Context: an optimization exercise on an open-source flow, tuned for small area. The choices shown serve that exercise and are no tape-out recipe.
At most, simulation tests tie the RTL to the original design; equivalence was not proved.
Power and IR drop assume default switching activity.

==> run Z <==
==> flow/design.v <==
package mcm_pkg;
	typedef enum logic [16-1:0] {
		CMD_NOP               = 16'd0,
		CMD_SET_QUAD_COUNT    = 16'd1,
		CMD_REQ_QUAD_COUNT    = 16'd2,
		CMD_SET_INTRPT_MASK   = 16'd3,
		CMD_REQ_INTRPT_STATUS = 16'd4,
		CMD_CLR_INTRPT        = 16'd5
	} spi_cmd_e;
	typedef struct packed {
		spi_cmd_e                    cmd;
		logic [8-1:0]  addr;
		logic [40-1:0]  data;
	} spi_frame_t;
	typedef enum logic [1:0] {
		SPI_IDLE,
		SPI_SHIFT,
		SPI_DONE
	} spi_state_e;
	typedef logic [32-1:0] quad_count_t;
	typedef struct packed {
		logic a;
		logic b;
	} quad_pins_t;
	typedef struct packed {
		logic ul;
		logic ll;
		logic index;
	} limit_pins_t;
	typedef logic [3-1:0] intrpt_status_t;
	typedef logic [4-1:0] slot_mask_t;
endpackage
`timescale 1ns/1ps
module spi_slave
(
	input  logic        clk,
	input  logic        rst_n_i,
	input  logic        spi_clk_i,
	input  logic        spi_scsn_i,
	input  logic        spi_mosi_i,
	output logic        spi_miso_o,
	input  logic        reply_c4_i,
	input  logic        reply_c2_i,
	input  logic [7:0]  reply_addr_i,
	input  logic [31:0] reply_data_i,
	output logic        cmd_hi_zero_o,
	output logic [2:0]  cmd_lo_o,
	output logic [7:0]  addr_o,
	output logic [31:0] data_o,
	output logic        cmd_valid_o
);
	logic [2:0]  pin_meta_q;
	logic [2:0]  pin_sync_q;
	logic [1:0]  pin_prev_q;
	logic        sclk_rise;
	logic        sclk_fall;
	logic        scsn_rise;
	logic        scsn_fall;
	logic        mosi_s;
	logic        shift_q;
	logic        done_q;
	logic        frame_start;
	logic [6:0]  bit_cnt_q;
	logic        lvl0_q;
	logic        lead_q;
	logic        hi_zero_q;
	logic [43:0] sr_q;
	logic        in_cmd_lo;
	logic        in_late;
	logic        sr_shift;
	logic        tx_valid;
	logic        tx_bit;
	always_ff @(posedge clk or negedge rst_n_i)
	begin
		if (!rst_n_i)
		begin
			pin_meta_q <= 3'b010;
			pin_sync_q <= 3'b010;
			pin_prev_q <= 2'b10;
		end
		else
		begin
			pin_meta_q <= {spi_mosi_i, spi_scsn_i, spi_clk_i};
			pin_sync_q <= pin_meta_q;
			pin_prev_q <= pin_sync_q[1:0];
		end
	end
	assign sclk_rise = pin_sync_q[0] & ~pin_prev_q[0];
	assign sclk_fall = ~pin_sync_q[0] & pin_prev_q[0];
	assign scsn_rise = pin_sync_q[1] & ~pin_prev_q[1];
	assign scsn_fall = ~pin_sync_q[1] & pin_prev_q[1];
	assign mosi_s    = pin_sync_q[2];
	assign frame_start = scsn_fall & ~shift_q;
	always_ff @(posedge clk or negedge rst_n_i)
	begin
		if (!rst_n_i)
		begin
			shift_q <= 1'b0;
			done_q  <= 1'b0;
		end
		else
		begin
			shift_q <= shift_q ? ~scsn_rise : scsn_fall;
			done_q  <= shift_q & scsn_rise & (bit_cnt_q == 7'd64);
		end
	end
	always_ff @(posedge clk)
	begin
		if (frame_start)
			bit_cnt_q <= '0;
		else if (shift_q && sclk_rise && !scsn_rise && (bit_cnt_q != '1))
			bit_cnt_q <= bit_cnt_q + 1'b1;
	end
	assign in_cmd_lo = (bit_cnt_q >= 7'd13) && (bit_cnt_q <= 7'd24);
	assign in_late   = (bit_cnt_q >= 7'd32);
	assign sr_shift  = shift_q && sclk_rise && (in_cmd_lo || in_late);
	always_ff @(posedge clk)
	begin
		if (frame_start)
		begin
			sr_q      <= {reply_c4_i, reply_c2_i, 1'b0, reply_addr_i, 1'b0, reply_data_i};
			lvl0_q    <= pin_sync_q[0];
			hi_zero_q <= 1'b1;
		end
		else
		begin
			if (sr_shift)
				sr_q <= {sr_q[42:0], mosi_s};
			if (shift_q && sclk_rise)
			begin
				if (bit_cnt_q == 7'd0)
					lead_q <= mosi_s;
				else if (bit_cnt_q[6])
					lead_q <= sr_q[43];
				if ((bit_cnt_q >= 7'd1) && (bit_cnt_q <= 7'd12) && mosi_s)
					hi_zero_q <= 1'b0;
			end
		end
	end
	assign cmd_hi_zero_o = hi_zero_q & ~lead_q;
	assign cmd_lo_o      = sr_q[43:41];
	assign addr_o        = sr_q[40:33];
	assign data_o        = sr_q[31:0];
	assign cmd_valid_o   = done_q;
	always_comb
	begin
		if (!lvl0_q)
		begin
			tx_valid = ((bit_cnt_q >= 7'd13) && (bit_cnt_q <= 7'd23)) ||
				((bit_cnt_q >= 7'd32) && (bit_cnt_q <= 7'd63));
			tx_bit   = sr_q[43];
		end
		else
		begin
			tx_valid = ((bit_cnt_q >= 7'd12) && (bit_cnt_q <= 7'd22)) ||
				((bit_cnt_q >= 7'd31) && (bit_cnt_q <= 7'd62));
			tx_bit   = ((bit_cnt_q == 7'd12) || (bit_cnt_q == 7'd31)) ? sr_q[43] : sr_q[42];
		end
	end
	always_ff @(posedge clk or negedge rst_n_i)
	begin
		if (!rst_n_i)
			spi_miso_o <= 1'b0;
		else if (frame_start)
			spi_miso_o <= 1'b0;
		else if (shift_q && scsn_rise)
			spi_miso_o <= 1'b0;
		else if (shift_q && sclk_fall)
			spi_miso_o <= tx_valid & tx_bit;
	end
endmodule
`timescale 1ns/1ps
module quad_decoder
(
	input  logic        clk,
	input  logic        rst_n_i,
	input  logic [1:0]  quad_i,
	input  logic        load_i,
	input  logic [31:0] load_data_i,
	output logic [31:0] count_o
);
	logic [1:0] meta_q;
	logic [1:0] sync_q;
	logic [1:0] prev_q;
	logic       step_up;
	logic       step_dn;
	always_ff @(posedge clk or negedge rst_n_i)
	begin
		if (!rst_n_i)
		begin
			meta_q <= '0;
			sync_q <= '0;
			prev_q <= '0;
		end
		else
		begin
			meta_q <= quad_i;
			sync_q <= meta_q;
			prev_q <= sync_q;
		end
	end
	always_comb
	begin
		step_up = 1'b0;
		step_dn = 1'b0;
		case ({prev_q, sync_q})
			4'b0010, 4'b1011, 4'b1101, 4'b0100: step_up = 1'b1;
			4'b0001, 4'b0111, 4'b1110, 4'b1000: step_dn = 1'b1;
			default: step_up = 1'b0;
		endcase
	end
	always_ff @(posedge clk or negedge rst_n_i)
	begin
		if (!rst_n_i)
			count_o <= '0;
		else if (load_i)
			count_o <= load_data_i;
		else if (step_up)
			count_o <= count_o + 1'b1;
		else if (step_dn)
			count_o <= count_o - 1'b1;
	end
endmodule
`timescale 1ns/1ps
module intrpt_ctrl
(
	input  logic       clk,
	input  logic       rst_n_i,
	input  logic [2:0] limit_i,
	input  logic       set_mask_i,
	input  logic       clr_i,
	input  logic [2:0] cmd_data_i,
	output logic [2:0] status_o,
	output logic       intrpt_o
);
	logic [2:0] meta_q;
	logic [2:0] sync_q;
	logic [2:0] prev_q;
	logic [2:0] rise;
	logic [2:0] clr;
	logic [2:0] mask_q;
	logic [2:0] mask_d;
	always_ff @(posedge clk or negedge rst_n_i)
	begin
		if (!rst_n_i)
		begin
			meta_q <= '0;
			sync_q <= '0;
			prev_q <= '0;
		end
		else
		begin
			meta_q <= {limit_i[0], limit_i[1], limit_i[2]};
			sync_q <= meta_q;
			prev_q <= sync_q;
		end
	end
	assign rise   = sync_q & ~prev_q;
	assign clr    = clr_i ? cmd_data_i : 3'b000;
	assign mask_d = set_mask_i ? cmd_data_i : mask_q;
	always_ff @(posedge clk or negedge rst_n_i)
	begin
		if (!rst_n_i)
		begin
			status_o <= '0;
			mask_q   <= '0;
			intrpt_o <= 1'b0;
		end
		else
		begin
			status_o <= (status_o & ~clr) | rise;
			mask_q   <= mask_d;
			intrpt_o <= |(status_o & ~clr & mask_d);
		end
	end
endmodule
`timescale 1ns/1ps
module reply_builder
(
	input  logic         clk,
	input  logic         rst_n_i,
	input  logic         cmd_valid_i,
	input  logic         is_req_count_i,
	input  logic         is_req_status_i,
	input  logic [7:0]   addr_i,
	input  logic [127:0] counts_i,
	input  logic [11:0]  statuses_i,
	output logic         reply_c4_o,
	output logic         reply_c2_o,
	output logic [7:0]   reply_addr_o,
	output logic [31:0]  reply_data_o
);
	logic [1:0]  idx;
	logic        in_range;
	logic [31:0] data_d;
	assign idx      = addr_i[1:0];
	assign in_range = (addr_i[7:2] == 6'd0);
	always_comb
	begin
		data_d = '0;
		if (in_range)
		begin
			if (is_req_count_i)
				data_d = counts_i[32*idx +: 32];
			else
				data_d = {29'd0, statuses_i[3*idx +: 3]};
		end
	end
	always_ff @(posedge clk or negedge rst_n_i)
	begin
		if (!rst_n_i)
		begin
			reply_c4_o   <= 1'b0;
			reply_c2_o   <= 1'b0;
			reply_addr_o <= '0;
			reply_data_o <= '0;
		end
		else if (cmd_valid_i && (is_req_count_i || is_req_status_i))
		begin
			reply_c4_o   <= is_req_status_i;
			reply_c2_o   <= is_req_count_i;
			reply_addr_o <= addr_i;
			reply_data_o <= data_d;
		end
	end
endmodule
`timescale 1ns/1ps
module mcm_top
(
	input  logic        clk,
	input  logic        rst_n_i,
	input  logic        spi_clk_i,
	input  logic        spi_scsn_i,
	input  logic        spi_mosi_i,
	output logic        spi_miso_o,
	input  logic [7:0]  quad_i,
	input  logic [11:0] limit_i,
	output logic [3:0]  intrpt_o
);
	logic         cmd_hi_zero;
	logic [2:0]   cmd_lo;
	logic [7:0]   addr;
	logic [31:0]  data;
	logic         cmd_valid;
	logic         reply_c4;
	logic         reply_c2;
	logic [7:0]   reply_addr;
	logic [31:0]  reply_data;
	logic [127:0] counts;
	logic [11:0]  statuses;
	logic         is_set_count;
	logic         is_req_count;
	logic         is_set_mask;
	logic         is_req_status;
	logic         is_clr;
	logic [3:0]   slot_hit;
	spi_slave i_spi_slave (
		.clk           (clk),
		.rst_n_i       (rst_n_i),
		.spi_clk_i     (spi_clk_i),
		.spi_scsn_i    (spi_scsn_i),
		.spi_mosi_i    (spi_mosi_i),
		.spi_miso_o    (spi_miso_o),
		.reply_c4_i    (reply_c4),
		.reply_c2_i    (reply_c2),
		.reply_addr_i  (reply_addr),
		.reply_data_i  (reply_data),
		.cmd_hi_zero_o (cmd_hi_zero),
		.cmd_lo_o      (cmd_lo),
		.addr_o        (addr),
		.data_o        (data),
		.cmd_valid_o   (cmd_valid)
	);
	assign is_set_count  = cmd_hi_zero && (cmd_lo == 3'd1);
	assign is_req_count  = cmd_hi_zero && (cmd_lo == 3'd2);
	assign is_set_mask   = cmd_hi_zero && (cmd_lo == 3'd3);
	assign is_req_status = cmd_hi_zero && (cmd_lo == 3'd4);
	assign is_clr        = cmd_hi_zero && (cmd_lo == 3'd5);
	for (genvar slot = 0; slot < 4; slot++)
	begin : g_slot
		assign slot_hit[slot] = cmd_valid && (addr == 8'(slot));
		quad_decoder i_quad_decoder (
			.clk         (clk),
			.rst_n_i     (rst_n_i),
			.quad_i      (quad_i[2*slot +: 2]),
			.load_i      (slot_hit[slot] && is_set_count),
			.load_data_i (data),
			.count_o     (counts[32*slot +: 32])
		);
		intrpt_ctrl i_intrpt_ctrl (
			.clk        (clk),
			.rst_n_i    (rst_n_i),
			.limit_i    (limit_i[3*slot +: 3]),
			.set_mask_i (slot_hit[slot] && is_set_mask),
			.clr_i      (slot_hit[slot] && is_clr),
			.cmd_data_i (data[2:0]),
			.status_o   (statuses[3*slot +: 3]),
			.intrpt_o   (intrpt_o[slot])
		);
	end
	reply_builder i_reply_builder (
		.clk             (clk),
		.rst_n_i         (rst_n_i),
		.cmd_valid_i     (cmd_valid),
		.is_req_count_i  (is_req_count),
		.is_req_status_i (is_req_status),
		.addr_i          (addr),
		.counts_i        (counts),
		.statuses_i      (statuses),
		.reply_c4_o      (reply_c4),
		.reply_c2_o      (reply_c2),
		.reply_addr_o    (reply_addr),
		.reply_data_o    (reply_data)
	);
endmodule
`timescale 1ns/1ps
module mcm_chip (
	input  logic                               clk,
	input  logic                               rst_n_i,
	input  logic                               spi_clk_i,
	input  logic                               spi_scsn_i,
	input  logic                               spi_mosi_i,
	output logic                               spi_miso_o,
	input  logic [2*4-1:0]        quad_i,
	input  logic [3*4-1:0]        limit_i,
	output logic [4-1:0]          intrpt_o
);
	mcm_top i_mcm_top (
		.clk        (clk),
		.rst_n_i    (rst_n_i),
		.spi_clk_i  (spi_clk_i),
		.spi_scsn_i (spi_scsn_i),
		.spi_mosi_i (spi_mosi_i),
		.spi_miso_o (spi_miso_o),
		.quad_i     (quad_i),
		.limit_i    (limit_i),
		.intrpt_o   (intrpt_o)
	);
endmodule
==> flow/run.sh <==
#!/bin/bash
# synth_recipe.tcl (not shown) runs the flow's synth.tcl, then flattens the netlist and writes it again
# the make line also repeats each setting of config.mk as NAME=value (left out here)
make -C /OpenROAD-flow-scripts/flow DESIGN_CONFIG=/design/flow/config.mk WORK_HOME=/design/flow/orfs CLKGATE_MAP_FILE= SYNTH_SCRIPT=/design/flow/synth_recipe.tcl finish
==> flow/config.mk <==
export PLATFORM = sky130hd
export DESIGN_NAME = mcm_chip
export DESIGN_NICKNAME = mcm_chip
export VERILOG_FILES = /design/flow/design.v
export SDC_FILE = /design/flow/constraint.sdc
export NUM_CORES = 4
export LEC_CHECK = 0
export CAP_MARGIN = 20
export CORE_MARGIN = 2
export CORE_UTILIZATION = 40
export SLEW_MARGIN = 20
==> flow/constraint.sdc <==
create_clock -name core_clock -period 5.0 [get_ports {clk}]
set_input_delay 1.0000 -clock core_clock [delete_from_list [all_inputs] [get_ports {clk}]]
set_output_delay 1.0000 -clock core_clock [all_outputs]
set_load 0.01 [all_outputs]
==> run E: changes against run Z <==
--- a/flow/design.v
+++ b/flow/design.v
@@ -44,4 +44,7 @@
 	input  logic [7:0]  reply_addr_i,
 	input  logic [31:0] reply_data_i,
+	input  logic        reply_addr_ok_i,
+	input  logic        reply_hi_ok_i,
+	input  logic        reply_lo_ok_i,
 	output logic        cmd_hi_zero_o,
 	output logic [2:0]  cmd_lo_o,
@@ -119,5 +122,8 @@
 		if (frame_start)
 		begin
-			sr_q      <= {reply_c4_i, reply_c2_i, 1'b0, reply_addr_i, 1'b0, reply_data_i};
+			sr_q      <= {reply_c4_i, reply_c2_i, 1'b0,
+				reply_addr_i & {8{reply_addr_ok_i}}, 1'b0,
+				reply_data_i[31:3] & {29{reply_hi_ok_i}},
+				reply_data_i[2:0] & {3{reply_lo_ok_i}}};
 			lvl0_q    <= pin_sync_q[0];
 			hi_zero_q <= 1'b1;
@@ -185,4 +191,5 @@
 	logic       step_up;
 	logic       step_dn;
+	logic [31:0] tgl;
 	always_ff @(posedge clk or negedge rst_n_i)
 	begin
@@ -210,4 +217,10 @@
 		endcase
 	end
+	always_comb
+	begin
+		tgl[0] = 1'b1;
+		for (int i = 1; i < 32; i++)
+			tgl[i] = tgl[i-1] & (count_o[i-1] ^ step_dn);
+	end
 	always_ff @(posedge clk or negedge rst_n_i)
 	begin
@@ -216,8 +229,6 @@
 		else if (load_i)
 			count_o <= load_data_i;
-		else if (step_up)
-			count_o <= count_o + 1'b1;
-		else if (step_dn)
-			count_o <= count_o - 1'b1;
+		else if (step_up || step_dn)
+			count_o <= count_o ^ tgl;
 	end
 endmodule
@@ -289,39 +300,40 @@
 	output logic         reply_c2_o,
 	output logic [7:0]   reply_addr_o,
-	output logic [31:0]  reply_data_o
+	output logic [31:0]  reply_data_o,
+	output logic         reply_addr_ok_o,
+	output logic         reply_hi_ok_o,
+	output logic         reply_lo_ok_o
 );
 	logic [1:0]  idx;
-	logic        in_range;
-	logic [31:0] data_d;
-	assign idx      = addr_i[1:0];
-	assign in_range = (addr_i[7:2] == 6'd0);
-	always_comb
+	logic        in_range_q;
+	logic        req;
+	assign idx = addr_i[1:0];
+	assign req = cmd_valid_i && (is_req_count_i || is_req_status_i);
+	always_ff @(posedge clk or negedge rst_n_i)
 	begin
-		data_d = '0;
-		if (in_range)
+		if (!rst_n_i)
 		begin
-			if (is_req_count_i)
-				data_d = counts_i[32*idx +: 32];
-			else
-				data_d = {29'd0, statuses_i[3*idx +: 3]};
+			reply_c4_o <= 1'b0;
+			reply_c2_o <= 1'b0;
+		end
+		else if (req)
+		begin
+			reply_c4_o <= is_req_status_i;
+			reply_c2_o <= is_req_count_i;
 		end
 	end
-	always_ff @(posedge clk or negedge rst_n_i)
+	always_ff @(posedge clk)
 	begin
-		if (!rst_n_i)
+		if (req)
 		begin
-			reply_c4_o   <= 1'b0;
-			reply_c2_o   <= 1'b0;
-			reply_addr_o <= '0;
-			reply_data_o <= '0;
-		end
-		else if (cmd_valid_i && (is_req_count_i || is_req_status_i))
-		begin
-			reply_c4_o   <= is_req_status_i;
-			reply_c2_o   <= is_req_count_i;
-			reply_addr_o <= addr_i;
-			reply_data_o <= data_d;
+			in_range_q        <= (addr_i[7:2] == 6'd0);
+			reply_addr_o      <= addr_i;
+			reply_data_o[31:3] <= counts_i[32*idx+3 +: 29];
+			reply_data_o[2:0] <= is_req_count_i ? counts_i[32*idx +: 3] : statuses_i[3*idx +: 3];
 		end
 	end
+	assign reply_addr_ok_o = reply_c4_o | reply_c2_o;
+	assign reply_hi_ok_o   = reply_c2_o & in_range_q;
+	assign reply_lo_ok_o   = reply_addr_ok_o & in_range_q;
 endmodule
 `timescale 1ns/1ps
@@ -347,4 +359,7 @@
 	logic [7:0]   reply_addr;
 	logic [31:0]  reply_data;
+	logic         reply_addr_ok;
+	logic         reply_hi_ok;
+	logic         reply_lo_ok;
 	logic [127:0] counts;
 	logic [11:0]  statuses;
@@ -366,4 +381,7 @@
 		.reply_addr_i  (reply_addr),
 		.reply_data_i  (reply_data),
+		.reply_addr_ok_i (reply_addr_ok),
+		.reply_hi_ok_i (reply_hi_ok),
+		.reply_lo_ok_i (reply_lo_ok),
 		.cmd_hi_zero_o (cmd_hi_zero),
 		.cmd_lo_o      (cmd_lo),
@@ -411,5 +429,8 @@
 		.reply_c2_o      (reply_c2),
 		.reply_addr_o    (reply_addr),
-		.reply_data_o    (reply_data)
+		.reply_data_o    (reply_data),
+		.reply_addr_ok_o (reply_addr_ok),
+		.reply_hi_ok_o   (reply_hi_ok),
+		.reply_lo_ok_o   (reply_lo_ok)
 	);
 endmodule
==> comparison <==
Of run E and run Z, run E has the higher maximum frequency (gap 11%, measured against run Z).
Between run E and run Z, the lower hold slack is in run Z (gap 0.0036 ns).
Against run Z, the sequential power of run E is lower by 20%.
Between run E and run Z, the lower core utilization is in run Z (gap 0.52 points).
Of run E and run Z, run E has the higher worst setup slack (gap 0.40 ns).
Against run E, the final area of run Z is larger by 12%.
Between run E and run Z, the lower synthesized area is in run E (gap about 11%, measured against run Z).
Of run E and run Z, run Z has the higher power (gap 18%, measured against run Z).
Function not checked in run Z: the RTL went through the layout flow alone.

[static timing again, ports no longer ideal]
Ports are ideal in the flow. The routed layouts listed here were re-timed in OpenROAD. Step 1 (the two cells are an assumption about what drives the block):
set clk [get_ports {clk}]
set_driving_cell -lib_cell sky130_fd_sc_hd__clkbuf_16 $clk
set_driving_cell -lib_cell sky130_fd_sc_hd__buf_2 [delete_from_list [all_inputs] $clk]
Step 2 moves the port delays by t, midway between the first and last clock arrival at a register: inputs arrive t later, outputs are due t later. That takes back most of the time a late clock gives input paths. Slacks: ideal / step 1 / step 2; pairs: ideal / step 1.
run	t, ns	setup WS [ns]	worst setup path at the end	slew at the worst register clock pin (ns)	pins driven straight from the clock port
run Z	0.629	1.112 / 1.112 / 1.112	register to register	0.06 / 0.06	1
run E	0.572	1.509 / 1.509 / 1.509	register to register	0.06 / 0.06	1
After both steps every run listed still meets setup and hold.
